From an optimization exercise on the open Yosys and OpenROAD flow, aimed at small area, a short achievable clock period and few clock cycles per item; shortcuts taken in it are not production practice.
Where RTL was checked, it was by simulation tests only, not by an equivalence proof against the original.
Only the layout flow was run in runs 3 and 4; the RTL was not checked for function there.
Power and IR drop assume default switching activity.

[flow/flow/run.sh]
#!/bin/bash
# Standard layout, with the port buffers inserted as buf_2 cells.
cp standard.sh standard_sh.log
cp config.mk config_mk.log
export BUFFER_PORTS_ARGS="-buffer_cell sky130_fd_sc_hd__buf_2"
bash standard.sh > standard.log 2>&1
[flow/constraint.sdc]
create_clock -name core_clock -period 6.5 [get_ports {aclk}]
set_input_delay 1.3000 -clock core_clock [delete_from_list [all_inputs] [get_ports {aclk}]]
set_output_delay 1.3000 -clock core_clock [all_outputs]
set_load 0.01 [all_outputs]
[flow/standard.sh]
#!/bin/bash
# synth_recipe.tcl (not shown) runs the flow's synth.tcl, then flattens the netlist and writes it again
# the make line also repeats each setting of config.mk as NAME=value (left out here)
make -C /OpenROAD-flow-scripts/flow DESIGN_CONFIG=/design/flow/config.mk WORK_HOME=/design/flow/orfs CLKGATE_MAP_FILE= SYNTH_SCRIPT=/design/flow/synth_recipe.tcl "${@:-finish}"
[flow/design.v]
package tsbd_pkg;
    localparam logic [1:0] FMT_RGBA8888 = 2'd0;
    localparam logic [1:0] FMT_RGBA4444 = 2'd1;
    localparam logic [1:0] FMT_RGB565   = 2'd2;
    localparam logic [1:0] FMT_RGBA5551 = 2'd3;
endpackage
module texel_stream_to_bgra_decoder_core (
    input  logic        aclk,
    input  logic        aresetn,
    input  logic        cfg_wr_en,
    input  logic [2:0]  cfg_addr,
    input  logic [13:0] cfg_wdata,
    input  logic        s_valid,
    output logic        s_ready,
    input  logic [31:0] s_texel_word,
    output logic        m_valid,
    input  logic        m_ready,
    output logic [23:0] m_pixel_index,
    output logic [7:0]  m_blue,
    output logic [7:0]  m_green,
    output logic [7:0]  m_red,
    output logic [7:0]  m_alpha,
    output logic        m_image_end
);
    logic [1:0]  fmt_reg;
    logic        tiled_reg;
    logic [11:0] wm1_reg;    
    logic [11:0] hm1_reg;    
    logic [12:0] pm1_reg;    
    logic [12:0] x_reg;
    logic [11:0] y_reg;
    logic [23:0] l_reg;
    logic [23:0] t_reg;
    logic        xin_reg;    
    logic        yin_reg;    
    logic        pge_reg;    
    logic        skid_v;
    logic        rdy_reg;    
    logic [31:0] skid_word;
    logic        m_v;
    logic [23:0] m_idx;
    logic [7:0]  m_b, m_g, m_r, m_a;
    logic        m_end;
    logic        cfg_hit, acc, out_free, keep, endp, adv, load_out;
    logic        xw, yh, xp, x_last, y_last, cend, rend;
    logic [12:0] xp1;
    logic [11:0] yp1;
    logic [23:0] l_plus_w;
    logic [31:0] src_word;
    logic [7:0]  dec_b, dec_g, dec_r, dec_a;
    function automatic logic [11:0] dim_m1(input logic [12:0] d);
        if (d[12])              dim_m1 = 12'hFFF;
        else if (d[11:0] == '0) dim_m1 = 12'd0;
        else                    dim_m1 = d[11:0] - 12'd1;
    endfunction
    function automatic logic [12:0] pitch_m1(input logic [13:0] d);
        if (d[13])              pitch_m1 = 13'h1FFF;
        else if (d[12:0] == '0) pitch_m1 = 13'd0;
        else                    pitch_m1 = d[12:0] - 13'd1;
    endfunction
    assign cfg_hit  = cfg_wr_en && (cfg_addr <= 3'd4);
    assign s_ready  = rdy_reg;
    assign acc      = s_valid && !skid_v;
    assign out_free = !m_v || m_ready;
    assign xp1 = x_reg + 13'd1;
    assign yp1 = y_reg + 12'd1;
    assign xw  = (x_reg == {1'b0, wm1_reg});
    assign yh  = (y_reg == hm1_reg);
    assign xp  = (x_reg == pm1_reg);
    assign keep = xin_reg && yin_reg;
    assign endp = xw && yh;
    assign load_out = out_free && (skid_v || (acc && keep));
    assign adv      = (skid_v && out_free) || (acc && (!keep || out_free));
    assign x_last = xw || !xin_reg;
    assign y_last = yh || !yin_reg;
    assign cend   = tiled_reg ? (&x_reg[4:0]) : (x_last && (xp || pge_reg));
    assign rend   = tiled_reg ? (&y_reg[4:0]) : 1'b1;
    assign l_plus_w = l_reg + {12'd0, wm1_reg} + 24'd1;
    always_ff @(posedge aclk) begin
        if (!aresetn) begin
            fmt_reg   <= 2'd1;
            tiled_reg <= 1'b0;
            wm1_reg   <= 12'd0;
            hm1_reg   <= 12'd0;
            pm1_reg   <= 13'd0;
        end else if (cfg_wr_en) begin
            case (cfg_addr)
                3'd0: fmt_reg   <= cfg_wdata[1:0];
                3'd1: tiled_reg <= cfg_wdata[0];
                3'd2: wm1_reg   <= dim_m1(cfg_wdata[12:0]);
                3'd3: hm1_reg   <= dim_m1(cfg_wdata[12:0]);
                3'd4: pm1_reg   <= pitch_m1(cfg_wdata);
                default: ;
            endcase
        end
    end
    always_ff @(posedge aclk) begin
        if (!aresetn || cfg_hit) begin
            x_reg   <= '0;
            y_reg   <= '0;
            l_reg   <= '0;
            t_reg   <= '0;
            xin_reg <= 1'b1;
            yin_reg <= 1'b1;
            pge_reg <= 1'b0;
        end else if (adv) begin
            if (!cend) begin
                x_reg   <= xp1;
                xin_reg <= xin_reg && !xw;
                pge_reg <= pge_reg || xp;
            end else if (tiled_reg && !rend) begin
                x_reg   <= {x_reg[12:5], 5'd0};
                xin_reg <= 1'b1;
                y_reg   <= yp1;
                yin_reg <= yin_reg && !yh;
                l_reg   <= l_plus_w;
            end else if (tiled_reg && !x_last) begin
                x_reg   <= xp1;
                xin_reg <= 1'b1;
                y_reg   <= {y_reg[11:5], 5'd0};
                yin_reg <= 1'b1;
                l_reg   <= t_reg;
            end else if (!y_last) begin
                x_reg   <= '0;
                xin_reg <= 1'b1;
                pge_reg <= 1'b0;
                y_reg   <= yp1;
                yin_reg <= 1'b1;
                l_reg   <= l_plus_w;
                t_reg   <= l_plus_w;
            end else begin
                x_reg   <= '0;
                xin_reg <= 1'b1;
                pge_reg <= 1'b0;
                y_reg   <= '0;
                yin_reg <= 1'b1;
                l_reg   <= '0;
                t_reg   <= '0;
            end
        end
    end
    assign src_word = skid_v ? skid_word : s_texel_word;
    always_comb begin
        case (fmt_reg)
            2'd0: begin
                dec_r = src_word[7:0];
                dec_g = src_word[15:8];
                dec_b = src_word[23:16];
                dec_a = src_word[31:24];
            end
            2'd1: begin
                dec_a = {src_word[3:0], src_word[3:0]};
                dec_b = {src_word[7:4], src_word[7:4]};
                dec_g = {src_word[11:8], src_word[11:8]};
                dec_r = {src_word[15:12], src_word[15:12]};
            end
            2'd2: begin
                dec_b = {src_word[4:0], src_word[4:2]};
                dec_g = {src_word[10:5], src_word[10:9]};
                dec_r = {src_word[15:11], src_word[15:13]};
                dec_a = 8'hFF;
            end
            default: begin
                dec_a = src_word[0] ? 8'hFF : 8'h00;
                dec_b = {src_word[5:1], src_word[5:3]};
                dec_g = {src_word[10:6], src_word[10:8]};
                dec_r = {src_word[15:11], src_word[15:13]};
            end
        endcase
    end
    always_ff @(posedge aclk) begin
        if (!aresetn) begin
            skid_v  <= 1'b0;
            rdy_reg <= 1'b1;
            m_v     <= 1'b0;
        end else begin
            if (skid_v) begin
                skid_v  <= !out_free;
                rdy_reg <= out_free;
            end else begin
                skid_v  <= acc && keep && !out_free;
                rdy_reg <= !(acc && keep && !out_free);
            end
            if (out_free) m_v <= skid_v || (acc && keep);
        end
    end
    always_ff @(posedge aclk) begin
        if (!skid_v) skid_word <= s_texel_word;
    end
    always_ff @(posedge aclk) begin
        if (load_out) begin
            m_idx <= l_reg + {12'd0, x_reg[11:0]};
            m_end <= endp;
            m_b   <= dec_b;
            m_g   <= dec_g;
            m_r   <= dec_r;
            m_a   <= dec_a;
        end
    end
    assign m_valid       = m_v;
    assign m_pixel_index = m_idx;
    assign m_blue        = m_b;
    assign m_green       = m_g;
    assign m_red         = m_r;
    assign m_alpha       = m_a;
    assign m_image_end   = m_end;
endmodule
[flow/config.mk]
export PLATFORM = sky130hd
export DESIGN_NAME = texel_stream_to_bgra_decoder_core
export DESIGN_NICKNAME = texel_stream_to_bgra_decoder_core
export VERILOG_FILES = /design/flow/design.v
export SDC_FILE = /design/flow/constraint.sdc
export NUM_CORES = 4
export LEC_CHECK = 0
export CAP_MARGIN = 20
export CORE_MARGIN = 2
export CORE_UTILIZATION = 65
export CTS_CLUSTER_DIAMETER = 80
export CTS_CLUSTER_SIZE = 24
export PLACE_DENSITY = 0.75
export SETUP_SLACK_MARGIN = 3.7
export SLEW_MARGIN = 20
==> metrics.yaml, run 1 <==
flow_run:
  drv_cap: 0
finish:
  diodes: 0
  largest_reg_flops: 32
  finalNetCount: 1312
  nFillCells: 1232
  fin_cells: 1451
  regMostFlops: "skid_word"
  area_growth_pct: 11.38
  multi_input_area_um2: 5804
  regArea_um2: 4743
  drive_gt1_frac: 0.1901
place:
  gp_congestion: 0.9319
  dp_hpwl_um: 19750
  dp_cells: 1427
  dp_slack_ps: 2941
  io_buffer_count: 112
clocking:
  insertion_delay_ps: 480
  cts_tree: "yes"
  cts_root_buf: "clkbuf_16"
  cts.path.max_buffers: 3
  clkTransAtPathRegs_ps: 90
  htree_levels: 1
  cts-buffers-inserted: 13
  cts_sinks: 208
  holdBufCountCts: 0
synth:
  synth_top_area_frac: 0.2802
  syn-num-nets: 1237
  synthTopCellsByCount: "dfxtp_1, nor2_1, nand2_1, o21ai_0, edfxtp_1"
  syn_area_per_cell_um2: 9.371
  synth_edf_count: 57
  syn-instance-count: 1151
  ys_ff_latch: 208
  async_flop_share: 0
  netlist_area_um2: 10790
  ys.flop_type: "dfxtp_1"
  yosys_warnings: 1
  yosysSeqAreaShare: 0.4389
  synth_most_common_cell: "dfxtp_1"
  synth_top_area_cell: "dfxtp_1"
  netlist_top_cells_area: "dfxtp_1, edfxtp_1, nor2_1"
  synth_cell_types: 77
floorplan:
  core-area_um2: 16410
  rows: 47
  die-area_um2: 17640
  die_w_um: 132.8
  io_pins: 113
  die_h_um: 132.8
  initial_utilization: 0.6574
setup_path:
  r2r_start: "l_reg[0]$_SDFFE_PP0P_"
  reg2reg_slack_ps: 3790
  crit_family: "simple AND/OR/NAND/NOR gates"
  end_kind: "flop"
  r2r-end: "l_reg[16]$_SDFFE_PP0P_"
  cp.required_ps: 6880
  reg2reg_depth: 11
  cp.arrival_ps: 3140
  start_kind: "input port"
  crit_path_max_incr_delay_ps: 360
  worstPathCellList: "buf_2 -> inv_1 -> ha_2 -> inv_1 -> or3_1 -> or3_1 -> a21oi_1 -> nor2_1 -> a211oi_1"
  crit_path_top_delay_cell: "or3_1"
  path_class: "in -> reg"
  crit_buf_inv: 3
  critPathMaxFanout: 6
global_routing:
  first_global_vias: 8178
  grt_max_degree: 55
  grt.overflow.total: 0
  grt_antenna_before_repair: 0
  grt_usage: 0.3065
  grt_pass1_wl_um: 43620
power:
  p_per_area_nw_per_um2: 222.4
  p_leak_nw: 4.915
  ir_worst_vdd_uv: 217.7
  total_power_mw: 2.673
routing:
  drt-total-wl_um: 27440
  wire_per_inst_um: 18.91
  num_vias: 9012
  drt_iter0_markers: 709
  drtAntennaViolNets: 0
  drc: 0
  vias_per_cell: 6.211
  dr.pass1.iters: 5
timing:
  skew_ps: 29.63
  setup_ws_ps: 3744
  tns_ps: 0
  clock.fmax_mhz: 362.9
  post-route-min-period_ps: 2756
  rsz0062_at_grt: "false"
  finalSetupViolations: 0
  worst_slew_pin_slew_ps: 786.7
  slew_headroom: 0.4740
  finalHoldViolCount: 0
  post-route-period-util: 0.4240
  holdWs_ps: 466.1
  finalMaxSlewViolations: 0
min_path:
  hold_path_end: "t_reg[15]$_SDFFE_PP0P_"
  hp-class: "reg -> reg"
  hp-start: "t_reg[15]$_SDFFE_PP0P_"
  hold_depth: 1
run_status:
  run_status: "timing/DRC/antenna clean"
## per-stage QoR
stage | util | cell area [um^2]
after global placement | 0.6959 | 11420
after global routing | 0.7323 | 12010
after CTS | 0.7253 | 11900
after detailed placement | 0.6959 | 11420
final | 0.7323 | 12010
after floorplan | - | 10820
## area by class of cell
| cell class | count | area share |
|---|---|---|
| well taps | 220 | 0.02291 |
| flip-flops and latches | 208 | 0.3948 |
| multi-input cells | 844 | 0.4831 |
| clock buffers | 18 | 0.03041 |
| repair buffers | 127 | 0.05603 |
| inverters | 32 | 0.009998 |
| clock inverters | 2 | 0.002708 |
## logic make-up (layout without fill, tap and decap cells)
logic type | count (synthesis) | count (layout) | share of synthesized area
AOI/OAI and AO/OA | 315 | 315 | 0.2057
muxes | 48 | 48 | 0.04779
xor gates and xnor gates | 90 | 90 | 0.07308
adders and majority gates | 32 | 32 | 0.03851
and+or+nand+nor | 359 | 359 | 0.1553
DFF | 208 | 208 | 0.4389
buffers and inverters | 99 | 179 | 0.04071
## what timing repair did
action | 4_1_cts | 5_1_grt
pin swaps | 0 | 5
endpoints found under the setup margin | 75 | 80
setup buffers | 0 | 4
resized for setup | 24 | 24
## how the worst max path moves through the flow
stage | endpoint | depth (start not counted) | slack [ps] | start
after detailed placement | l_reg[23]$_SDFFE_PP0P_ | 7 | 2940 | m_ready
final | hm1_reg[8]$_SDFFE_PN0P_ | 9 | 3740 | cfg_wdata[0]
after global placement | l_reg[23]$_SDFFE_PP0P_ | 7 | 3030 | m_ready
after floorplan | hm1_reg[5]$_SDFFE_PN0P_ | 7 | 3660 | cfg_wdata[5]
after CTS | l_reg[23]$_SDFFE_PP0P_ | 8 | 3710 | x_reg[0]$_SDFFE_PP0N_
after global routing | hm1_reg[11]$_SDFFE_PN0P_ | 7 | 3670 | cfg_wdata[5]
## power by group
group / internal (mW) / leakage, nW / total, mW / switching (mW)
sequential: 1.41 / 1.80 / 1.44 / 0.0339
combinational: 0.137 / 2.93 / 0.377 / 0.240
clock: 0.407 / 0.191 / 0.853 / 0.446
## worst reg2reg max path, delay by kind of cell, from the launching register on
kind / cells / cell delay [ps]
fa+ha+maj: 2 / 610
buf+inv: 2 / 230
simple gates: 2 / 310
compound gates: 4 / 900
xor+xnor: 1 / 160
flops: 1 / 380
## placed cells by master (no fill, tap or decap), drive strengths merged, types with 5 or more instances in the layout
master and count:
mux2 28, xor2 55, buf 127, nor4 11, o22ai 15, o21ai 75
o21a 7, o2bb2ai 8, ha 30, edfxtp 57, a221o 6, dfxtp 151
a21oi 49, inv 33, a32o 9, nor2 143, o221ai 8, nor3b 8
o211ai 12, o21bai 7, and3 22, or3 5, nand4 10, nor2b 5
xnor2 35, a2bb2oi 5, clkbuf 18, a22oi 24, nand2b 6, a31oi 6
mux2i 20, nand2 80, a21o 13, o31a 10, nand3 15, and2 9
a211oi 25, a22o 12, nor3 32
## layer usage
| metal | global-route usage | wire, um | vias up |
|---|---|---|---|
| met5 | 0 | 0 | - |
| met4 | 0.06213 | 616 | 0 |
| met3 | 0.03103 | 1610 | 46 |
| met2 | 0.5213 | 13230 | 340 |
| met1 | 0.4285 | 11980 | 4269 |
| li1 | - | - | 4357 |
Testbench counts, summed over its fixed seeds: cycles 210,358, pixels 165,777.
==> run 2: changes to the inputs <==
--- a/flow/config.mk
+++ b/flow/config.mk
@@ -5,11 +5,12 @@
 export SDC_FILE = /design/flow/constraint.sdc
 export NUM_CORES = 4
 export LEC_CHECK = 0
-export CAP_MARGIN = 20
+export CAP_MARGIN = 0
 export CORE_MARGIN = 2
 export CORE_UTILIZATION = 65
 export CTS_CLUSTER_DIAMETER = 80
 export CTS_CLUSTER_SIZE = 24
 export PLACE_DENSITY = 0.75
 export SETUP_SLACK_MARGIN = 3.7
-export SLEW_MARGIN = 20
+export SLEW_MARGIN = 0
+export TNS_END_PERCENT = 10
==> run 2 against run 1 <==
Design area down 0.80%. Still clean on timing, DRC and antenna. Sequential power about the same. Sequential share of layout area up 0.29 points. Critical endpoint is now l_reg[15]$_SDFFE_PP0P_.
==> metrics.yaml, run 2 <==
power:
  intPower_mw: 1.960  # +0.40%
  p_per_area_nw_per_um2: 225.1  # +1.2%
  p_leak_nw: 4.882  # -0.69%
  ir_worst_vdd_uv: 203.3  # -6.6%
  power_frac_comb: 0.138  # -0.003
  clkPwrFrac: 0.324  # +0.005
  power.switching_mw: 0.7221  # +0.27%
  seqPwrFrac: 0.538  # -0.002
  swShare: 0.2692  # about the same
place:
  dp_cells: 1426  # -0.070%
  io_buffer_count: 112  # unchanged
  gp_congestion: 0.9096  # -2.4%
  dp_hpwl_um: 19540  # -1.1%
synth:
  synth_cell_types: 77  # unchanged
  synth-simple-area-share: 0.1553  # unchanged
  netlist_top_cells_area: "dfxtp_1, edfxtp_1, nor2_1"
  synth_top_area_frac: 0.2802  # unchanged
  syn-num-nets: 1237  # unchanged
  async_flop_share: 0  # unchanged
  yosys_warnings: 1  # unchanged
  synth_top_family_by_area: "compound AO/OA/AOI/OAI gates"
  muxShareOfSynthArea: 0.04779  # unchanged
  syn-instance-count: 1151  # unchanged
  synth_compound_area_frac: 0.2057  # unchanged
  syn_area_per_cell_um2: 9.371  # unchanged
  synthTopCellsByCount: "dfxtp_1, nor2_1, nand2_1, o21ai_0, edfxtp_1"
  yosysSeqAreaShare: 0.4389  # unchanged
  ys.flop_type: "dfxtp_1"
  netlist_area_um2: 10790  # unchanged
  ys_ff_latch: 208  # unchanged
  synthAdderAreaFrac: 0.03851  # unchanged
  synth_top_area_cell: "dfxtp_1"
  synth_edf_count: 57  # unchanged
  synth-xor-area-share: 0.07308  # unchanged
  synth_most_common_cell: "dfxtp_1"
min_path:
  hold_path_end: "t_reg[18]$_SDFFE_PP0P_"
  hold_depth: 2  # +1
  hp-class: "reg -> reg"
  hp-start: "t_reg[18]$_SDFFE_PP0P_"
setup_path:
  r2r_start: "wm1_reg[6]$_SDFFE_PN0P_"
  crit_buf_inv: 0  # -3
  reg2reg_depth: 7  # -4
  critPathMaxFanout: 5  # -1
  reg2reg_slack_ps: 3690  # -100 ps
  end_kind: "flop"
  start_kind: "flop"
  cp.required_ps: 6860  # -20 ps
  crit_path_max_incr_delay_ps: 830  # +470 ps
  worstPathCellList: "ha_1 -> nand2_1 -> o21a_1 -> a2111oi_0 -> or2_2 -> o21ai_0 -> a221o_1"
  path_class: "reg -> reg"
  crit_family: "compound AO/OA/AOI/OAI gates"
  cp.arrival_ps: 3170  # +30 ps
  crit_path_top_delay_cell: "a2111oi_0"
  r2r-end: "l_reg[15]$_SDFFE_PP0P_"
timing:
  skew_ps: 24.78  # -4.854 ps
  tns_ps: 0  # unchanged
  post-route-period-util: 0.4325  # +0.008491
  clock.fmax_mhz: 355.7  # -2.0%
  finalHoldViolCount: 0  # unchanged
  finalMaxSlewViolations: 0  # unchanged
  slew_headroom: 0.3589  # -0.1151
  post-route-min-period_ps: 2811  # +55.19 ps
  finalSetupViolations: 0  # unchanged
  rsz0062_at_grt: "true"
  worst_slew_pin_slew_ps: 937.4  # +150.7 ps
floorplan:
  rows: 47  # unchanged
  core-area_um2: 16410  # unchanged
  io_pins: 113  # unchanged
  die_h_um: 132.8  # unchanged
  die-area_um2: 17640  # unchanged
  die_w_um: 132.8  # unchanged
  initial_utilization: 0.6574  # unchanged
run_status:
  run_status: "timing/DRC/antenna clean"
clocking:
  cts_tree: "yes"
  cts_root_buf: "clkbuf_16"
  cts.path.max_buffers: 3  # unchanged
  htree_levels: 1  # unchanged
  cts_sinks: 208  # unchanged
  insertion_delay_ps: 480  # about the same
  cts-buffers-inserted: 13  # unchanged
  postCtsSetupRepairBufs: 0  # unchanged
  clkTransAtPathRegs_ps: 100  # about the same
global_routing:
  grt_antenna_before_repair: 0  # unchanged
  grt.overflow.total: 0  # unchanged
  grt_pass1_wl_um: 42810  # -1.9%
  grt_max_degree: 57  # +3.6%
  grt_usage: 0.3019  # -0.004623
  first_global_vias: 8049  # -1.6%
finish:
  drive_gt1_frac: 0.1778  # -0.01228
  fin_cells: 1446  # -0.34%
  final_cell_mix: "dfxtp_1, nor2_1, buf_2, nand2_1, o21ai_0"
  finalNetCount: 1307  # -0.38%
  final_common_cell: "dfxtp_1"
  largest_reg_flops: 32  # unchanged
  diodes: 0  # unchanged
  area_growth_pct: 10.49
  regMostFlops: "skid_word"
routing:
  drt-total-wl_um: 27050  # -1.4%
  dr.pass1.iters: 5  # unchanged
  num_vias: 9025  # +0.14%
  drc: 0  # unchanged
  drtAntennaViolNets: 0  # unchanged
  wire_per_inst_um: 18.71  # -1.1%
  vias_per_cell: 6.241  # +0.49%
  drt_iter0_markers: 865  # +22%
flow_run:
  drv_cap: 0  # unchanged
## run 2: layout make-up
| cell class | count | area [um^2] |
|---|---|---|
| Timing Repair Buffer | 122 | 635.6 |
| Tap cell | 220 | 275.3 |
| Clock inverter | 2 | 31.28 |
| Multi-Input combinational cell | 844 | 5741 |
| Inverter | 32 | 120.1 |
| Clock buffer | 18 | 375.4 |
| Sequential cell | 208 | 4740 |
| Fill cell | 1291 | 4489 |
## run 2: worst min-delay path, delay by kind of cell (launching register included)
kind            cells  cell delay [ps]
compound gates      1               50
simple gates        1               40
flops               1              340
## run 2: what timing repair did
action / in CTS / in global routing
cloned: 0 / 0
gates resized for setup: 4 / 30
endpoints found under the setup margin: 88 / 115
pin swaps: 0 / 3
hold buffers: 0 / 0
## run 2: worst max-delay path by stage
stage / end / startpoint / cells past startpoint
floorplan: pm1_reg[6]$_SDFFE_PN0P_ / cfg_wdata[6] / 6
global placement: l_reg[23]$_SDFFE_PP0P_ / m_ready / 7
detailed placement: y_reg[4]$_SDFFE_PP0P_ / m_ready / 7
CTS: l_reg[23]$_SDFFE_PP0P_ / m_ready / 7
global route: l_reg[16]$_SDFFE_PP0P_ / l_reg[0]$_SDFFE_PP0P_ / 10
finish: l_reg[15]$_SDFFE_PP0P_ / wm1_reg[6]$_SDFFE_PN0P_ / 7
## run 2: power by group through the flow
| stage | Combinational, mW | Sequential [mW] | Clock [mW] |
|---|---|---|---|
| 2_1_floorplan | 0.221 | 1.48 | 0 |
| 6_report | 0.370 | 1.44 | 0.869 |
| 4_1_cts | 0.358 | 1.44 | 0.884 |
| 3_3_place_gp | 0.350 | 1.47 | 0 |
| 5_1_grt | 0.403 | 1.45 | 0.927 |
| 3_5_place_dp | 0.355 | 1.47 | 0 |
## run 2: routing by layer
layer | wire length, um | vias to the layer above | track usage
li1 | - | 4353 | -
met2 | 12770 | 364 | 0.4882
met4 | 710 | 0 | 0.09140
met5 | 0 | - | 0
met1 | 11640 | 4269 | 0.4242
met3 | 1933 | 39 | 0.04176
## run 2: cell families after synthesis
family / Yosys count
buffers and inverters: 99
flip-flops: 208
AND/OR/NAND/NOR: 359
AO/OA/AOI/OAI: 315
XOR/XNOR: 90
adder cells (fa/ha/maj): 32
multiplexers: 48
## run 2: through the flow
stage	utilization	area, um^2	total power, mW	setup WS, ps	hold WS, ps
6_report	0.7264	11920	2.682	3689	462.3
5_1_grt	0.7264	11920	2.780	3585	483.9
4_1_cts	0.7197	11810	2.686	3479	465.3
3_5_place_dp	0.6943	11390	1.827	2977	443.5
3_3_place_gp	0.6943	11390	1.821	3008	436.5
2_1_floorplan	-	10790	1.705	3482	425.5
==> run 3: changes to the inputs <==
--- a/flow/design.v
+++ b/flow/design.v
@@ -46,17 +46,25 @@
     logic [12:0] xp1;
     logic [11:0] yp1;
     logic [23:0] l_plus_w;
+    logic [13:0] lw_lo;
+    logic [12:0] ix_lo;
+    logic [10:0] l_hi13_inc;
+    logic [11:0] l_hi12_inc;
     logic [31:0] src_word;
     logic [7:0]  dec_b, dec_g, dec_r, dec_a;
     function automatic logic [11:0] dim_m1(input logic [12:0] d);
+        logic [11:0] dec;
+        for (int i = 0; i < 12; i++) dec[i] = d[i] ^ !(|(d[11:0] & ((12'd1 << i) - 12'd1)));
         if (d[12])              dim_m1 = 12'hFFF;
         else if (d[11:0] == '0) dim_m1 = 12'd0;
-        else                    dim_m1 = d[11:0] - 12'd1;
+        else                    dim_m1 = dec;
     endfunction
     function automatic logic [12:0] pitch_m1(input logic [13:0] d);
+        logic [12:0] dec;
+        for (int i = 0; i < 13; i++) dec[i] = d[i] ^ !(|(d[12:0] & ((13'd1 << i) - 13'd1)));
         if (d[13])              pitch_m1 = 13'h1FFF;
         else if (d[12:0] == '0) pitch_m1 = 13'd0;
-        else                    pitch_m1 = d[12:0] - 13'd1;
+        else                    pitch_m1 = dec;
     endfunction
     assign cfg_hit  = cfg_wr_en && (cfg_addr <= 3'd4);
     assign s_ready  = rdy_reg;
@@ -75,7 +83,11 @@
     assign y_last = yh || !yin_reg;
     assign cend   = tiled_reg ? (&x_reg[4:0]) : (x_last && (xp || pge_reg));
     assign rend   = tiled_reg ? (&y_reg[4:0]) : 1'b1;
-    assign l_plus_w = l_reg + {12'd0, wm1_reg} + 24'd1;
+    assign lw_lo      = {1'b0, l_reg[12:0]} + {2'b0, wm1_reg} + 14'd1;
+    assign l_hi13_inc = l_reg[23:13] + 11'd1;
+    assign l_plus_w   = {lw_lo[13] ? l_hi13_inc : l_reg[23:13], lw_lo[12:0]};
+    assign ix_lo      = {1'b0, l_reg[11:0]} + {1'b0, x_reg[11:0]};
+    assign l_hi12_inc = l_reg[23:12] + 12'd1;
     always_ff @(posedge aclk) begin
         if (!aresetn) begin
             fmt_reg   <= 2'd1;
@@ -189,7 +201,7 @@
     end
     always_ff @(posedge aclk) begin
         if (load_out) begin
-            m_idx <= l_reg + {12'd0, x_reg[11:0]};
+            m_idx <= {ix_lo[12] ? l_hi12_inc : l_reg[23:12], ix_lo[11:0]};
             m_end <= endp;
             m_b   <= dec_b;
             m_g   <= dec_g;
==> flow/config.mk (replaced) <==
export PLATFORM = sky130hd
export DESIGN_NAME = texel_stream_to_bgra_decoder_core
export DESIGN_NICKNAME = texel_stream_to_bgra_decoder_core
export VERILOG_FILES = /design/flow/design.v
export SDC_FILE = /design/flow/constraint.sdc
export NUM_CORES = 4
export LEC_CHECK = 0
export CAP_MARGIN = 20
export CORE_MARGIN = 2
export CORE_UTILIZATION = 40
export CTS_CLUSTER_DIAMETER = 80
export CTS_CLUSTER_SIZE = 24
export SETUP_SLACK_MARGIN = 4.0
export SLEW_MARGIN = 20
==> run 3 against run 2 <==
Critical path type is now in -> reg. Still clean on timing, DRC and antenna. Maximum frequency fell by 6.8%. Synthesized cell count fell by 3.4%. Sequential power barely moved. Register-to-register slack improved by 170 ps. Hold slack got worse by 3.8 ps. Global-route usage fell by 10 points.
==> metrics.yaml, run 3 <==
synth:
  syn_area_per_cell_um2: 9.516  # +1.5%
  synthTopCellsByCount: "dfxtp_1, nand2_1, nor2_1, a21oi_1"
  netlist_top_cells_area: "dfxtp_1, edfxtp_1, xor2_1"
  synth_cell_types: 71  # -7.8%
  netlist_area_um2: 10580  # -1.9%
  synth_top_area_cell: "dfxtp_1"
  ys_ff_latch: 208  # unchanged
  yosys_warnings: 1  # unchanged
  syn-num-nets: 1202  # -2.8%
  synth_edf_count: 57  # unchanged
  async_flop_share: 0  # unchanged
  yosysSeqAreaShare: 0.4474  # +0.008512
  syn-instance-count: 1112  # -3.4%
  synth_top_area_frac: 0.2857  # +0.005435
  ys.flop_type: "dfxtp_1"
  synth_most_common_cell: "dfxtp_1"
floorplan:
  die_w_um: 166.6  # +25%
  core-area_um2: 25980  # +58%
  initial_utilization: 0.4072  # -0.2502
  io_pins: 113  # unchanged
  die_h_um: 166.6  # +25%
  die-area_um2: 27770  # +57%
  rows: 59  # +26%
clocking:
  holdBufCountCts: 0  # unchanged
  cts_sinks: 208  # unchanged
  insertion_delay_ps: 480  # about the same
  cts-buffers-inserted: 13  # unchanged
  cts_root_buf: "clkbuf_16"
  clkTransAtPathRegs_ps: 100  # about the same
  cts_tree: "yes"
  cts.path.max_buffers: 3  # unchanged
  htree_levels: 1  # unchanged
global_routing:
  grt.overflow.total: 0  # unchanged
  grt_usage: 0.2019  # -0.09999
  first_global_vias: 8343  # +3.7%
  grt_max_degree: 45  # -21%
  grt_pass1_wl_um: 45770  # +6.9%
  grt_antenna_before_repair: 0  # unchanged
place:
  place_area_um2: 11520  # +1.1%
  dp_cells: 1502  # +5.3%
  io_buffer_count: 112  # unchanged
  dp_hpwl_um: 19910  # +1.9%
  gp_congestion: 0.8343  # -8.3%
  dp_slack_ps: 2798  # -179.1 ps
power:
  p_leak_nw: 5.651  # +16%
  total_power_mw: 2.848  # +6.2%
  p_per_area_nw_per_um2: 210.4  # -6.5%
  ir_worst_vdd_uv: 167.2  # -18%
timing:
  finalMaxSlewViolations: 0  # unchanged
  clock.fmax_mhz: 331.5  # -6.8%
  finalSetupViolations: 0  # unchanged
  post-route-period-util: 0.4640  # +0.03158
  post-route-min-period_ps: 3016  # +205.3 ps
  tns_ps: 0  # unchanged
  setup_ws_ps: 3484  # -205.3 ps
  slew_headroom: 0.4361  # +0.07726
  skew_ps: 16.88  # -7.894 ps
  worst_slew_pin_slew_ps: 845.8  # -91.65 ps
  holdWs_ps: 458.4  # -3.841 ps
  finalHoldViolCount: 0  # unchanged
  rsz0062_at_grt: "true"
finish:
  diodes: 0  # unchanged
  fin_cells: 1600  # +11%
  largest_reg_flops: 32  # unchanged
  finalNetCount: 1349  # +3.2%
  final_cell_mix: "dfxtp_1, buf_2, nand2_1, nor2_1, buf_4"
  drive_gt1_frac: 0.3170  # +0.1392
  regMostFlops: "skid_word"
  final_util: 0.5210  # -0.2053
  final_common_cell: "dfxtp_1"
  area_growth_pct: 27.95
  fin_area_um2: 13540  # +14%
setup_path:
  start_kind: "input port"
  end_kind: "flop"
  cp.required_ps: 6880  # +20 ps
  cp.arrival_ps: 3390  # +220 ps
  path_class: "in -> reg"
  reg2reg_depth: 10  # +3
  critPathMaxFanout: 7  # +2
routing:
  dr.pass1.iters: 6  # +1
  drc: 0  # unchanged
  drt-total-wl_um: 30360  # +12%
  wire_per_inst_um: 18.97  # +1.4%
  num_vias: 8909  # -1.3%
  drtAntennaViolNets: 0  # unchanged
  drt_iter0_markers: 830  # -4.0%
  vias_per_cell: 5.568  # -11%
flow_run:
  drv_cap: 0  # unchanged
run_status:
  run_status: "timing/DRC/antenna clean"
min_path:
  hp-class: "reg -> reg"
  hold_depth: 1  # -1
[run 3: cells by family after synthesis]
kind of cell	after synthesis	share of synthesized area
fa+ha+maj	36	0.04399
xor+xnor	95	0.07863
flops	208	0.4474
simple gates	330	0.1503
compound gates	294	0.1911
mux	48	0.04895
buf+inv	101	0.03961
[run 3: critical path: stages]
cell     delay [ps]
buf_12          110
inv_12           40
ha_4            140
nand2_4          40
or4b_4          530
or4_4           470
or2_4           350
a21oi_2         170
nand2_1          70
o211a_1         160
[run 3: layer usage]
layer / track usage / share of wire
met5: 0 / 0
met4: 0.04273 / 0.024
met3: 0.02780 / 0.064
met2: 0.3446 / 0.48
met1: 0.2738 / 0.43
[run 3: power breakdown]
part | switching [mW] | internal, mW | total (mW)
Sequential | 0.0362 | 1.40 | 1.44
Clock | 0.457 | 0.395 | 0.852
Combinational | 0.317 | 0.239 | 0.556
Total | 0.810 | 2.04 | 2.85
[run 3: what timing repair did]
item,CTS,global route
setup buffers,29,38
resized for setup,104,117
setup endpoints to repair,164,159
pin swaps,29,63
cloned,3,7
[run 3: final timing paths]
path / end / slack (ps) / startpoint
max: hm1_reg[5]$_SDFFE_PN0P_ / 3480 / cfg_wdata[0]
min reg2reg: t_reg[15]$_SDFFE_PP0P_ / 460 / t_reg[15]$_SDFFE_PP0P_
max reg2reg: l_reg[15]$_SDFFE_PP0P_ / 3860 / x_reg[9]$_SDFFE_PP0P_
min: t_reg[15]$_SDFFE_PP0P_ / 460 / t_reg[15]$_SDFFE_PP0P_
[run 3: cell type report]
class / count / area (um^2)
Multi-Input combinational cell: 808 / 6401
Fill cell: 2287 / 12450
Clock inverter: 3 / 41.29
Clock buffer: 18 / 354.1
Sequential cell: 208 / 4786
Inverter: 35 / 156.4
Timing Repair Buffer: 193 / 1381
Tap cell: 335 / 419.2
==> run 4: changes to the inputs <==
--- a/flow/design.v
+++ b/flow/design.v
@@ -35,6 +35,9 @@
     logic        yin_reg;    
     logic        pge_reg;    
     logic        skid_v;
+    logic        cfg_we_r;
+    logic [2:0]  cfg_addr_r;
+    logic [13:0] cfg_wdata_r;
     logic        rdy_reg;    
     logic [31:0] skid_word;
     logic        m_v;
@@ -46,29 +49,21 @@
     logic [12:0] xp1;
     logic [11:0] yp1;
     logic [23:0] l_plus_w;
-    logic [13:0] lw_lo;
-    logic [12:0] ix_lo;
-    logic [10:0] l_hi13_inc;
-    logic [11:0] l_hi12_inc;
     logic [31:0] src_word;
     logic [7:0]  dec_b, dec_g, dec_r, dec_a;
     function automatic logic [11:0] dim_m1(input logic [12:0] d);
-        logic [11:0] dec;
-        for (int i = 0; i < 12; i++) dec[i] = d[i] ^ !(|(d[11:0] & ((12'd1 << i) - 12'd1)));
         if (d[12])              dim_m1 = 12'hFFF;
         else if (d[11:0] == '0) dim_m1 = 12'd0;
-        else                    dim_m1 = dec;
+        else                    dim_m1 = d[11:0] - 12'd1;
     endfunction
     function automatic logic [12:0] pitch_m1(input logic [13:0] d);
-        logic [12:0] dec;
-        for (int i = 0; i < 13; i++) dec[i] = d[i] ^ !(|(d[12:0] & ((13'd1 << i) - 13'd1)));
         if (d[13])              pitch_m1 = 13'h1FFF;
         else if (d[12:0] == '0) pitch_m1 = 13'd0;
-        else                    pitch_m1 = dec;
+        else                    pitch_m1 = d[12:0] - 13'd1;
     endfunction
-    assign cfg_hit  = cfg_wr_en && (cfg_addr <= 3'd4);
+    assign cfg_hit  = cfg_we_r && (cfg_addr_r <= 3'd4);
     assign s_ready  = rdy_reg;
-    assign acc      = s_valid && !skid_v;
+    assign acc      = s_valid && rdy_reg;
     assign out_free = !m_v || m_ready;
     assign xp1 = x_reg + 13'd1;
     assign yp1 = y_reg + 12'd1;
@@ -83,11 +78,14 @@
     assign y_last = yh || !yin_reg;
     assign cend   = tiled_reg ? (&x_reg[4:0]) : (x_last && (xp || pge_reg));
     assign rend   = tiled_reg ? (&y_reg[4:0]) : 1'b1;
-    assign lw_lo      = {1'b0, l_reg[12:0]} + {2'b0, wm1_reg} + 14'd1;
-    assign l_hi13_inc = l_reg[23:13] + 11'd1;
-    assign l_plus_w   = {lw_lo[13] ? l_hi13_inc : l_reg[23:13], lw_lo[12:0]};
-    assign ix_lo      = {1'b0, l_reg[11:0]} + {1'b0, x_reg[11:0]};
-    assign l_hi12_inc = l_reg[23:12] + 12'd1;
+    logic [24:0] l_plus_w_c;
+    assign l_plus_w_c = {l_reg, 1'b1} + {12'd0, wm1_reg, 1'b1};
+    assign l_plus_w   = l_plus_w_c[24:1];
+    always_ff @(posedge aclk) begin
+        cfg_we_r    <= aresetn && cfg_wr_en;
+        cfg_addr_r  <= cfg_addr;
+        cfg_wdata_r <= cfg_wdata;
+    end
     always_ff @(posedge aclk) begin
         if (!aresetn) begin
             fmt_reg   <= 2'd1;
@@ -95,13 +93,13 @@
             wm1_reg   <= 12'd0;
             hm1_reg   <= 12'd0;
             pm1_reg   <= 13'd0;
-        end else if (cfg_wr_en) begin
-            case (cfg_addr)
-                3'd0: fmt_reg   <= cfg_wdata[1:0];
-                3'd1: tiled_reg <= cfg_wdata[0];
-                3'd2: wm1_reg   <= dim_m1(cfg_wdata[12:0]);
-                3'd3: hm1_reg   <= dim_m1(cfg_wdata[12:0]);
-                3'd4: pm1_reg   <= pitch_m1(cfg_wdata);
+        end else if (cfg_we_r) begin
+            case (cfg_addr_r)
+                3'd0: fmt_reg   <= cfg_wdata_r[1:0];
+                3'd1: tiled_reg <= cfg_wdata_r[0];
+                3'd2: wm1_reg   <= dim_m1(cfg_wdata_r[12:0]);
+                3'd3: hm1_reg   <= dim_m1(cfg_wdata_r[12:0]);
+                3'd4: pm1_reg   <= pitch_m1(cfg_wdata_r);
                 default: ;
             endcase
         end
@@ -191,7 +189,8 @@
                 rdy_reg <= out_free;
             end else begin
                 skid_v  <= acc && keep && !out_free;
-                rdy_reg <= !(acc && keep && !out_free);
+                rdy_reg <= !(acc && keep && !out_free) &&
+                           !(cfg_wr_en && (cfg_addr <= 3'd4));
             end
             if (out_free) m_v <= skid_v || (acc && keep);
         end
@@ -201,7 +200,7 @@
     end
     always_ff @(posedge aclk) begin
         if (load_out) begin
-            m_idx <= {ix_lo[12] ? l_hi12_inc : l_reg[23:12], ix_lo[11:0]};
+            m_idx <= l_reg + {12'd0, x_reg[11:0]};
             m_end <= endp;
             m_b   <= dec_b;
             m_g   <= dec_g;
--- a/flow/config.mk
+++ b/flow/config.mk
@@ -7,8 +7,9 @@
 export LEC_CHECK = 0
 export CAP_MARGIN = 20
 export CORE_MARGIN = 2
-export CORE_UTILIZATION = 40
+export CORE_UTILIZATION = 65
 export CTS_CLUSTER_DIAMETER = 80
 export CTS_CLUSTER_SIZE = 24
+export PLACE_DENSITY = 0.75
 export SETUP_SLACK_MARGIN = 4.0
 export SLEW_MARGIN = 20
==> run 4 against run 3 <==
Still clean. Via count grew 0.13%. Register-to-register slack lost 60 ps. Synthesized area increased by 1.3%. Sequential power grew 9%. Global-route usage rose by 9.3 points. Die area decreased by 37%. Hold slack improved by 8.6 ps. Critical path type unchanged.
==> metrics.yaml, run 4 <==
global_routing:
  first_global_vias: 8150  # -2.3%
  grt.overflow.total: 0  # unchanged
  grt_use_met2: 0.5000  # +0.1554
  grt_antenna_before_repair: 0  # unchanged
  grt_max_degree: 58  # +29%
  grt.met3_usage: 0.03908  # +0.01128
  top_usage_layer: "met2"
  use_met1: 0.3943  # +0.1205
  grt_pass1_wl_um: 42010  # -8.2%
  grt_usage: 0.2951  # +0.09320
synth:
  synthTopCellsByCount: "dfxtp_1, nor2_1, nand2_1, edfxtp_1, o21ai_0"
  syn_area_per_cell_um2: 9.884  # +3.9%
  yosys_warnings: 1  # unchanged
  async_flop_share: 0  # unchanged
  syn-instance-count: 1085  # -2.4%
  netlist_top_cells_area: "dfxtp_1, edfxtp_1, xor2_1"
  syn-num-nets: 1171  # -2.6%
  synth_top_area_frac: 0.3155  # +0.02980
  yosysSeqAreaShare: 0.4751  # +0.02765
  ys_ff_latch: 226  # +8.7%
  ys.flop_type: "dfxtp_1"
  netlist_area_um2: 10720  # +1.3%
  synth_most_common_cell: "dfxtp_1"
  synth_edf_count: 57  # unchanged
  synth_top_area_cell: "dfxtp_1"
  synth_cell_types: 77  # +8.5%
floorplan:
  initial_utilization: 0.6702  # +0.2630
  rows: 46  # -22%
  die_w_um: 132.4  # -21%
  die_h_um: 132.4  # -21%
  io_pins: 113  # unchanged
  core-area_um2: 16000  # -38%
  die-area_um2: 17540  # -37%
finish:
  fin_area_um2: 12940  # -4.4%
  largest_reg_flops: 32  # unchanged
  multi_input_area_um2: 5944  # -7.1%
  diodes: 0  # unchanged
  final_util: 0.8087  # +0.2877
  regArea_um2: 5130  # +7.2%
  drive_gt1_frac: 0.2907  # -0.02625
  regMostFlops: "skid_word"
  final_cell_mix: "dfxtp_1, buf_2, nor2_1, nand2_1, edfxtp_1"
  finalNetCount: 1303  # -3.4%
  nFillCells: 1021  # -55%
  area_growth_pct: 20.66
  fin_cells: 1437  # -10%
  final_common_cell: "dfxtp_1"
clocking:
  holdBufCountCts: 0  # unchanged
  insertion_delay_ps: 480  # about the same
  cts-buffers-inserted: 13  # unchanged
  clkTransAtPathRegs_ps: 110  # about the same
  cts_root_buf: "clkbuf_16"
  cts_tree: "yes"
  cts.path.max_buffers: 3  # unchanged
  htree_levels: 1  # unchanged
  cts_sinks: 226  # +8.7%
setup_path:
  start_kind: "input port"
  path_class: "in -> reg"
  worstPathCellList: "buf_6 -> nand2b_4 -> or3_4 -> a32o_2 -> nand2_4 -> buf_4 -> buf_6 -> a21oi_4 -> nand2_4 -> a32oi_1 -> nor2_1"
  critPathMaxFanout: 8  # +1
  crit_path_max_incr_delay_ps: 430  # -100 ps
  reg2reg_depth: 11  # +1
  end_kind: "flop"
  crit_path_top_delay_cell: "a21oi_4"
  cp.arrival_ps: 3140  # -250 ps
  cp.required_ps: 6870  # about the same
timing:
  finalMaxSlewViolations: 0  # unchanged
  slew_headroom: 0.3432  # -0.09294
  post-route-min-period_ps: 2772  # -244.2 ps
  holdWs_ps: 467.1  # +8.613 ps
  clock.fmax_mhz: 360.7  # +8.8%
  tns_ps: 0  # unchanged
  finalHoldViolCount: 0  # unchanged
  rsz0062_at_grt: "true"
  post-route-period-util: 0.4265  # -0.03757
  worst_slew_pin_slew_ps: 985.2  # +139.4 ps
  finalSetupViolations: 0  # unchanged
  skew_ps: 23.03  # +6.146 ps
  setup_ws_ps: 3728  # +244.2 ps
routing:
  drt-total-wl_um: 27650  # -8.9%
  dr.pass1.iters: 7  # +1
  drt_iter0_markers: 946  # +14%
  drc: 0  # unchanged
  drtAntennaViolNets: 0  # unchanged
  vias_per_cell: 6.208  # +11%
  num_vias: 8921  # +0.13%
  wire_per_inst_um: 19.24  # +1.4%
run_status:
  run_status: "timing/DRC/antenna clean"
flow_run:
  drv_cap: 0  # unchanged
place:
  dp_hpwl_um: 17590  # -12%
  dp_slack_ps: 2444  # -353.0 ps
  io_buffer_count: 112  # unchanged
  gp_congestion: 0.9992  # +20%
  dp_cells: 1367  # -9.0%
  place_area_um2: 11460  # -0.53%
min_path:
  hp-class: "reg -> reg"
  hold_depth: 2  # +1
power:
  ir_worst_vdd_uv: 261.1  # +56%
  p_leak_nw: 5.424  # -4.0%
  total_power_mw: 2.883  # +1.2%
  p_per_area_nw_per_um2: 222.8  # +5.9%
[run 4: changes by cell type in the layout (fill, tap and decap cells not counted), moves of 8 or more]
cell / previous run / this run
a21o_1: 15 / 5
a21oi_1: 53 / 40
dfxtp_1: 128 / 147
nand2b_1: 1 / 9
and3_1: 10 / 19
nor2_1: 67 / 98
a22o_1: 11 / 1
o221a_2: 0 / 13
nand3_1: 34 / 16
a222oi_1: 8 / 0
a221o_1: 0 / 9
buf_4: 59 / 37
[run 4: cells by family (layout without fill, tap and decap cells)]
| group | after synthesis | after routing | share of synthesized area |
|---|---|---|---|
| AND/OR/NAND/NOR | 345 | 349 | 0.1519 |
| AO/OA/AOI/OAI | 255 | 256 | 0.1785 |
| adder cells (fa/ha/maj) | 32 | 32 | 0.03874 |
| buffers and inverters | 87 | 218 | 0.03337 |
| flip-flops | 226 | 226 | 0.4751 |
| XOR/XNOR | 98 | 98 | 0.08004 |
| multiplexers | 42 | 42 | 0.04235 |
[run 4: area by class of cell]
| class | instances | share of cell area |
|---|---|---|
| clock buffer | 18 | 0.02659 |
| clock inverter | 1 | 0.001257 |
| inverter | 32 | 0.009283 |
| multi-input combinational | 777 | 0.4594 |
| sequential | 226 | 0.3964 |
| tap | 216 | 0.02089 |
| timing repair buffer | 167 | 0.08615 |
[run 4: report_power, final]
| part | internal [mW] | leakage (nW) | total, mW | switching [mW] |
|---|---|---|---|---|
| registers | 1.53 | 1.95 | 1.57 | 0.0418 |
| clock network | 0.379 | 0.173 | 0.830 | 0.451 |
| logic | 0.194 | 3.30 | 0.482 | 0.288 |
[run 4: layer usage]
layer | share of wire | up-vias
li1 | - | 4183
met1 | 0.40 | 4181
met2 | 0.48 | 455
met3 | 0.080 | 102
met4 | 0.039 | 0
met5 | 0 | -
[run 4: final timing paths]
check / startpoint / slack (ps) / to
hold / removal: t_reg[21]$_SDFFE_PP0P_ / 470 / t_reg[21]$_SDFFE_PP0P_
setup / recovery: m_ready / 3730 / t_reg[18]$_SDFFE_PP0P_
hold reg to reg: t_reg[21]$_SDFFE_PP0P_ / 470 / t_reg[21]$_SDFFE_PP0P_
setup reg to reg: y_reg[0]$_SDFFE_PP0P_ / 3800 / t_reg[18]$_SDFFE_PP0P_
[run 4: what timing repair did]
| action | CTS | global route |
|---|---|---|
| setup buffers | 28 | 16 |
| resized for setup | 87 | 72 |
| endpoints found under the setup margin | 106 | 107 |
| gates cloned | 5 | 2 |
| pin swaps | 22 | 42 |
[run 4: critical path: cells and delay by family]
family          cells  cell delay [ps]
compound gates      3              890
simple gates        5              630
buf+inv             3              320
==> run 5: changes to the inputs <==
--- a/flow/design.v
+++ b/flow/design.v
@@ -30,7 +30,7 @@
     logic [12:0] x_reg;
     logic [11:0] y_reg;
     logic [23:0] l_reg;
-    logic [23:0] t_reg;
+    logic [23:5] t_reg;
     logic        xin_reg;    
     logic        yin_reg;    
     logic        pge_reg;    
@@ -129,7 +129,7 @@
                 xin_reg <= 1'b1;
                 y_reg   <= {y_reg[11:5], 5'd0};
                 yin_reg <= 1'b1;
-                l_reg   <= t_reg;
+                l_reg   <= {t_reg, 5'd0};
             end else if (!y_last) begin
                 x_reg   <= '0;
                 xin_reg <= 1'b1;
@@ -137,7 +137,7 @@
                 y_reg   <= yp1;
                 yin_reg <= 1'b1;
                 l_reg   <= l_plus_w;
-                t_reg   <= l_plus_w;
+                t_reg   <= l_plus_w[23:5];
             end else begin
                 x_reg   <= '0;
                 xin_reg <= 1'b1;
--- a/flow/config.mk
+++ b/flow/config.mk
@@ -11,5 +11,5 @@
 export CTS_CLUSTER_DIAMETER = 80
 export CTS_CLUSTER_SIZE = 24
 export PLACE_DENSITY = 0.75
-export SETUP_SLACK_MARGIN = 4.0
+export SETUP_SLACK_MARGIN = 3.7
 export SLEW_MARGIN = 20
==> run 5 against run 4 <==
Clock skew is 3.4 ps lower. First-iteration DRC count is 33% lower. Synthesized area is 0.69% lower. Wire length is 9.9% lower. Combinational power is 7.9% higher. Power is 1.5% higher. Clock power is 0.7% higher. Register-to-register slack hardly changed. Design area is 7.8% lower. Critical path type is now reg -> reg. Global-route usage is 1.7 points lower. Die area is 0.66% lower.
==> metrics.yaml, run 5 <==
synth:
  netlist_top_cells_area: "dfxtp_1, edfxtp_1, xnor2_1"
  ys.flop_type: "dfxtp_1"
  synth_most_common_cell: "dfxtp_1"
  netlist_area_um2: 10650  # -0.69%
  syn_area_per_cell_um2: 9.753  # -1.3%
  ys_ff_latch: 221  # -2.2%
  yosys_warnings: 1  # unchanged
  async_flop_share: 0  # unchanged
  synth_cell_types: 73  # -5.2%
  syn-instance-count: 1092  # +0.65%
  synth_top_area_cell: "dfxtp_1"
  yosysSeqAreaShare: 0.4690  # -0.006105
  synth_top_area_frac: 0.3083  # -0.007212
  synth_edf_count: 57  # unchanged
  syn-num-nets: 1178  # +0.60%
  synthTopCellsByCount: "dfxtp_1, nand2_1, nor2_1, xnor2_1, o21ai_0"
routing:
  vias_per_cell: 6.026  # -2.9%
  met1_length_um: 10870  # -2.2%
  drt-total-wl_um: 24920  # -9.9%
  dr_wl_met2_um: 12040  # -9.2%
  drt_iter0_markers: 636  # -33%
  highest_layer: "met4"
  drc: 0  # unchanged
  wire_per_inst_um: 17.80  # -7.5%
  wl_met3_um: 1385  # -37%
  dr.pass1.iters: 5  # -2
  num_vias: 8437  # -5.4%
  drtAntennaViolNets: 0  # unchanged
setup_path:
  end_kind: "flop"
  critPathMaxFanout: 12  # +4
  cp.arrival_ps: 3040  # -100 ps
  cp.required_ps: 6850  # -20 ps
  path_class: "reg -> reg"
  start_kind: "flop"
  critPathLaunch: "x_reg[5]$_SDFFE_PP0P_"
  r2r_start: "x_reg[5]$_SDFFE_PP0P_"
clocking:
  cts.path.max_buffers: 3  # unchanged
  clkTransAtPathRegs_ps: 100  # about the same
  cts_tree: "yes"
  htree_levels: 1  # unchanged
  cts_root_buf: "clkbuf_16"
  cts-buffers-inserted: 13  # unchanged
  holdBufCountCts: 0  # unchanged
  cts_sinks: 221  # -2.2%
  insertion_delay_ps: 480  # about the same
floorplan:
  io_pins: 113  # unchanged
  rows: 46  # unchanged
  die_h_um: 132.0  # -0.33%
  die_w_um: 132.0  # -0.33%
  initial_utilization: 0.6680  # -0.002211
  core-area_um2: 15940  # -0.36%
  die-area_um2: 17430  # -0.66%
finish:
  final_util: 0.7485  # -0.06026
  drive_gt1_frac: 0.1951  # -0.09564
  final_common_cell: "dfxtp_1"
  area_growth_pct: 12.04
  finalNetCount: 1264  # -3.0%
  fin_cells: 1400  # -2.6%
  largest_reg_flops: 32  # unchanged
  diodes: 0  # unchanged
  final_cell_mix: "dfxtp_1, buf_2, nand2_1, nor2_1, xnor2_1"
timing:
  finalSetupViolations: 0  # unchanged
  finalHoldViolCount: 0  # unchanged
  finalMaxSlewViolations: 0  # unchanged
  slew_headroom: 0.4070  # +0.06380
  tns_ps: 0  # unchanged
  worst_slew_pin_slew_ps: 889.5  # -95.71 ps
  post-route-min-period_ps: 2692  # -80.24 ps
  clock.fmax_mhz: 371.5  # +3.0%
  post-route-period-util: 0.4141  # -0.01234
  skew_ps: 19.67  # -3.357 ps
  rsz0062_at_grt: "true"
  setup_ws_ps: 3808  # +80.24 ps
power:
  ir_worst_vdd_uv: 213.3  # -18%
  p_per_area_nw_per_um2: 245.3  # +10%
  p_leak_nw: 4.850  # -11%
  total_power_mw: 2.927  # +1.5%
place:
  dp_cells: 1368  # +0.073%
  gp_congestion: 0.9194  # -8.0%
  dp_slack_ps: 2671  # +226.2 ps
  io_buffer_count: 112  # unchanged
  dp_hpwl_um: 17070  # -3.0%
min_path:
  hp-class: "reg -> reg"
  hp-start: "t_reg[23]$_SDFFE_PP0P_"
flow_run:
  drv_cap: 0  # unchanged
global_routing:
  grt_antenna_before_repair: 0  # unchanged
  first_global_vias: 7886  # -3.2%
  grt_max_degree: 55  # -5.2%
  grt_usage: 0.2782  # -0.01691
  grt_pass1_wl_um: 39960  # -4.9%
  grt.overflow.total: 0  # unchanged
run_status:
  run_status: "timing/DRC/antenna clean"
[run 5: cell types whose count changed in the layout (fill, tap and decap cells not counted), moves of 8 or more]
cell / delta
o21ai_0: +27
xnor2_1: +27
buf_4: -23
xor2_1: -18
a21oi_1: +16
dfxtp_2: -15
nand2_1: +14
and3_1: -12
dfxtp_1: +11
buf_6: -10
a221o_1: -9
a2bb2oi_1: -9
nand3_1: +9
a21oi_2: -8
[run 5: cell type report]
class | count | area (um^2)
Fill cell | 1200 | 4010
Inverter | 25 | 93.84
Clock inverter | 3 | 22.52
Sequential cell | 221 | 5007
Tap cell | 216 | 270.3
Multi-Input combinational cell | 787 | 5445
Clock buffer | 18 | 354.1
Timing Repair Buffer | 130 | 739.5
[run 5: layer usage]
| layer | vias to the layer above | track usage |
|---|---|---|
| li1 | 4092 | - |
| met1 | 3995 | 0.3693 |
| met2 | 307 | 0.4792 |
| met3 | 43 | 0.03268 |
| met4 | 0 | 0.08454 |
| met5 | - | 0 |
[run 5: timing repair]
item / 4_1_cts / 5_1_grt
setup endpoints to repair: 63 / 57
cloned: 1 / 1
gates resized for setup: 14 / 20
pin swaps: 4 / 4
buffers inserted: 6 / 3
[run 5: metrics by stage]
stage / cell area, um^2 / hold slack [ps]
3_5_place_dp: 11300 / 443.3
3_3_place_gp: 11300 / 439.1
4_1_cts: 11810 / 457.5
6_report: 11930 / 458.3
5_1_grt: 11930 / 479.8
2_1_floorplan: 10670 / 422.9
[run 5: critical path: stages (launching register included)]
cell and delay (ps):
dfxtp_1 570, xnor2_1 170, nand3_1 140, or4_4 650, a221o_4 550, o31ai_4 400, nor2_1 90
[run 5: path summary, 6_finish.rpt]
| kind | slack [ps] | depth (start not counted) | end |
|---|---|---|---|
| min | 460 | 2 | t_reg[23]$_SDFFE_PP0P_ |
| max | 3810 | 6 | y_reg[7]$_SDFFE_PP0P_ |
| min reg2reg | 460 | 2 | t_reg[23]$_SDFFE_PP0P_ |
| max reg2reg | 3810 | 6 | y_reg[7]$_SDFFE_PP0P_ |
[run 5: kinds of logic (layout without fill, tap and decap cells)]
kind of cell,Yosys count,after routing,synth area share
flip-flops,221,221,0.4690
buffers and inverters,86,176,0.03372
adder cells (fa/ha/maj),32,32,0.03900
multiplexers,43,43,0.04359
AND/OR/NAND/NOR,351,351,0.1547
AO/OA/AOI/OAI,258,260,0.1769
XOR/XNOR,101,101,0.08306
[run 5: report_power, final]
group / internal, mW / switching, mW
logic: 0.204 / 0.317
clock network: 0.390 / 0.446
registers: 1.52 / 0.0549
Testbench counts of run 5, summed over its fixed seeds: cycles 210,454, pixels 165,777.
==> run 6: changes to the inputs <==
==> flow/flow/run.sh (replaced) <==
#!/bin/bash
# Standard layout, with the port buffers inserted as buf_1 cells.
cp standard.sh standard_sh.log
cp config.mk config_mk.log
export BUFFER_PORTS_ARGS="-buffer_cell sky130_fd_sc_hd__buf_1"
bash standard.sh > standard.log 2>&1
==> run 6 against run 5 <==
Clock skew fell by 1.8 ps. Synthesized area unchanged. Still clean. Power is 1.3% lower. Wire length is 0.59% lower. First-iteration DRC count is 0.63% lower. Worst setup slack got worse by 16 ps. Design area decreased by 1.8%. Count of clock-buffer cells in the layout up 1. Largest cell class unchanged.
==> metrics.yaml, run 6 <==
routing:
  drc: 0  # unchanged
  num_vias: 8355  # -0.97%
  wire_per_inst_um: 17.73  # -0.38%
  drt_iter0_markers: 632  # -0.63%
  drt-total-wl_um: 24770  # -0.59%
  drtAntennaViolNets: 0  # unchanged
  vias_per_cell: 5.981  # -0.76%
  dr.pass1.iters: 5  # unchanged
finish:
  largest_reg_flops: 32  # unchanged
  diodes: 0  # unchanged
  drive_gt1_frac: 0.09653  # -0.09857
  final_common_cell: "dfxtp_1"
  nFillCells: 1253  # +4.4%
  finalNetCount: 1261  # -0.24%
  final_cell_mix: "dfxtp_1, buf_1, nand2_1, nor2_1, xnor2_1"
  area_growth_pct: 10.02
synth:
  syn-instance-count: 1092  # unchanged
  synthTopCellsByCount: "dfxtp_1, nand2_1, nor2_1, xnor2_1, o21ai_0"
  netlist_top_cells_area: "dfxtp_1, edfxtp_1, xnor2_1"
  ys_ff_latch: 221  # unchanged
  async_flop_share: 0  # unchanged
  syn_area_per_cell_um2: 9.753  # unchanged
  netlist_area_um2: 10650  # unchanged
  yosys_warnings: 1  # unchanged
  synth_cell_types: 73  # unchanged
  synth_top_area_cell: "dfxtp_1"
  synth_edf_count: 57  # unchanged
  synth_most_common_cell: "dfxtp_1"
  yosysSeqAreaShare: 0.4690  # unchanged
  synth_top_area_frac: 0.3083  # unchanged
  syn-num-nets: 1178  # unchanged
  ys.flop_type: "dfxtp_1"
timing:
  skew_ps: 17.86  # -1.809 ps
  finalSetupViolations: 0  # unchanged
  finalHoldViolCount: 0  # unchanged
  tns_ps: 0  # unchanged
  setup_ws_ps: 3792  # -16.41 ps
  post-route-period-util: 0.4167  # +0.002525
  post-route-min-period_ps: 2708  # +16.41 ps
  slew_headroom: 0.4273  # +0.02030
  finalMaxSlewViolations: 0  # unchanged
  rsz0062_at_grt: "true"
  worst_slew_pin_slew_ps: 859.0  # -30.45 ps
  clock.fmax_mhz: 369.2  # -0.61%
setup_path:
  reg2reg_depth: 8  # +2
  crit_family: "compound AO/OA/AOI/OAI gates"
  path_class: "in -> reg"
  path_common_cell: "buf_4"
  crit_path_top_delay_cell: "buf_4"
  crit_cells: 9  # +3
  cp.arrival_ps: 3080  # +40 ps
  end_kind: "flop"
  endpoint: "l_reg[19]$_SDFFE_PP0P_"
  critPathLaunch: "m_ready"
  crit_buf_inv: 3  # +3
  critPathMaxFanout: 18  # +6
  start_kind: "input port"
  r2r_start: "x_reg[10]$_SDFFE_PP0P_"
  worstPathCellList: "buf_1 -> nand4b_1 -> a32oi_2 -> buf_4 -> a2111oi_4 -> buf_4 -> or2_2 -> a32oi_1 -> o22ai_2"
  reg2reg_slack_ps: 3830  # +20 ps
  cp.required_ps: 6870  # +20 ps
  r2r-end: "l_reg[19]$_SDFFE_PP0P_"
  crit_path_max_incr_delay_ps: 300  # -350 ps
clocking:
  clkTransAtPathRegs_ps: 90  # about the same
  cts_root_buf: "clkbuf_16"
  htree_levels: 1  # unchanged
  holdBufCountCts: 0  # unchanged
  cts_sinks: 221  # unchanged
  insertion_delay_ps: 480  # about the same
  cts.path.max_buffers: 3  # unchanged
  cts_tree: "yes"
  cts-buffers-inserted: 13  # unchanged
power:
  p_per_area_nw_per_um2: 246.7  # +0.54%
  ir_worst_vdd_uv: 258.2  # +21%
  p_leak_nw: 4.495  # -7.3%
global_routing:
  grt_usage: 0.2767  # -0.001448
  grt_antenna_before_repair: 0  # unchanged
  grt_max_degree: 55  # unchanged
  grt.overflow.total: 0  # unchanged
  first_global_vias: 7726  # -2.0%
  grt_pass1_wl_um: 39630  # -0.81%
place:
  gp_congestion: 0.9045  # -1.6%
  dp_hpwl_um: 17400  # +1.9%
  dp_slack_ps: 3076  # +405.3 ps
  io_buffer_count: 112  # unchanged
floorplan:
  initial_utilization: 0.6680  # unchanged
  rows: 46  # unchanged
  die-area_um2: 17430  # unchanged
  io_pins: 113  # unchanged
  die_h_um: 132.0  # unchanged
  die_w_um: 132.0  # unchanged
  core-area_um2: 15940  # unchanged
min_path:
  hp-class: "reg -> reg"
flow_run:
  drv_cap: 0  # unchanged
run_status:
  run_status: "timing/DRC/antenna clean"
## run 6: changes by cell type in the layout (fill, tap and decap cells not counted), sizes merged
cell / delta
buf: -1
a221oi: -1
clkinv: +1
inv: -2
## run 6: area by class of cell
| class | instances | area (um^2) | area share |
|---|---|---|---|
| sequential | 221 | 5005 | 0.4271 |
| clock buffer | 19 | 367.9 | 0.03139 |
| timing repair buffer | 128 | 553.0 | 0.04720 |
| clock inverter | 2 | 20.02 | 0.001708 |
| multi-input combinational | 786 | 5408 | 0.4615 |
| tap | 216 | 270.3 | 0.02306 |
| inverter | 25 | 93.84 | 0.008009 |
## run 6: kinds of logic after synthesis
logic type	synth area share
flops	0.4690
mux	0.04359
compound gates	0.1769
buf+inv	0.03372
xor+xnor	0.08306
simple gates	0.1547
fa+ha+maj	0.03900
## run 6: repair_timing
action	4_1_cts	5_1_grt
resized for setup	9	18
buffers inserted	0	4
gates cloned	0	1
setup endpoints to repair	59	69
pin swaps	1	4
## run 6: tightest hold or removal path, delay by kind of cell, from the launching register on
| kind | cells | cell delay [ps] |
|---|---|---|
| flip-flops | 1 | 320 |
| AND/OR/NAND/NOR | 2 | 90 |
## run 6: stage by stage
stage / utilization / instance area, um^2 / std cells / hold WS, ps / total power, mW
2_1_floorplan: - / 10670 / 1092 / 422.9 / 1.907
3_3_place_gp: 0.7013 / 11180 / 1371 / 437.1 / 2.036
3_5_place_dp: 0.7013 / 11180 / 1371 / 433.4 / 2.044
4_1_cts: 0.7279 / 11600 / 1392 / 447.7 / 2.882
5_1_grt: 0.7350 / 11720 / 1397 / 464.2 / 3.012
6_report: 0.7350 / 11720 / 1397 / 447.6 / 2.890
## run 6: where the power goes
| part | switching, mW | internal, mW |
|---|---|---|
| Sequential | 0.0576 | 1.52 |
| Combinational | 0.306 | 0.171 |
| Clock | 0.440 | 0.400 |
| Total | 0.804 | 2.09 |
## run 6: routing by layer
metal	up-vias	GRT usage	part of all wire
met5	-	0	0
met4	0	0.09662	0.034
met3	56	0.03460	0.051
met2	289	0.4604	0.47
met1	3925	0.3747	0.44
li1	4085	-	-
## run 6: worst min-delay path by stage
stage	startpoint	to	slack, ps	cells after the start
detailed placement	t_reg[21]$_SDFFE_PP0P_	t_reg[21]$_SDFFE_PP0P_	430	2
global route	t_reg[21]$_SDFFE_PP0P_	t_reg[21]$_SDFFE_PP0P_	460	2
floorplan	t_reg[21]$_SDFFE_PP0P_	t_reg[21]$_SDFFE_PP0P_	420	2
finish	t_reg[21]$_SDFFE_PP0P_	t_reg[21]$_SDFFE_PP0P_	450	2
CTS	t_reg[21]$_SDFFE_PP0P_	t_reg[21]$_SDFFE_PP0P_	450	2
global placement	t_reg[20]$_SDFFE_PP0P_	t_reg[20]$_SDFFE_PP0P_	440	2

[static timing again, ports no longer ideal]
The flow's constraints put no driver on any port. The routed layouts listed below were extracted and timed again, unchanged, in two steps.
Step 1: set_driving_cell puts a clkbuf_16 on aclk and a buf_2 on each other input, an assumption about the parent block.
Step 2, shift: input delay + t, output delay - t, t = (earliest + latest rising clock arrival at the registers) / 2. This alone moves slack from input paths to output paths.
Slacks: ideal ports / drivers / drivers and shift; pairs: ideal ports / drivers.
run	t (ns)	slack for setup (ns)	worst data-port slew with drivers (ns)
run 1	0.510	3.744 / 3.769 / 3.259	0.05
run 2	0.520	3.689 / 3.689 / 3.258	0.04
run 3	0.522	3.484 / 3.475 / 2.953	0.08
run 4	0.514	3.728 / 3.728 / 3.213	0.06
run 5	0.514	3.808 / 3.808 / 3.338	0.05
run 6	0.510	3.792 / 3.813 / 3.303	0.07
After both steps every run listed still meets setup and hold. The setup slack of run 3, which loses most, moves by -0.009 ns with the drivers and by -0.531 ns with both steps.
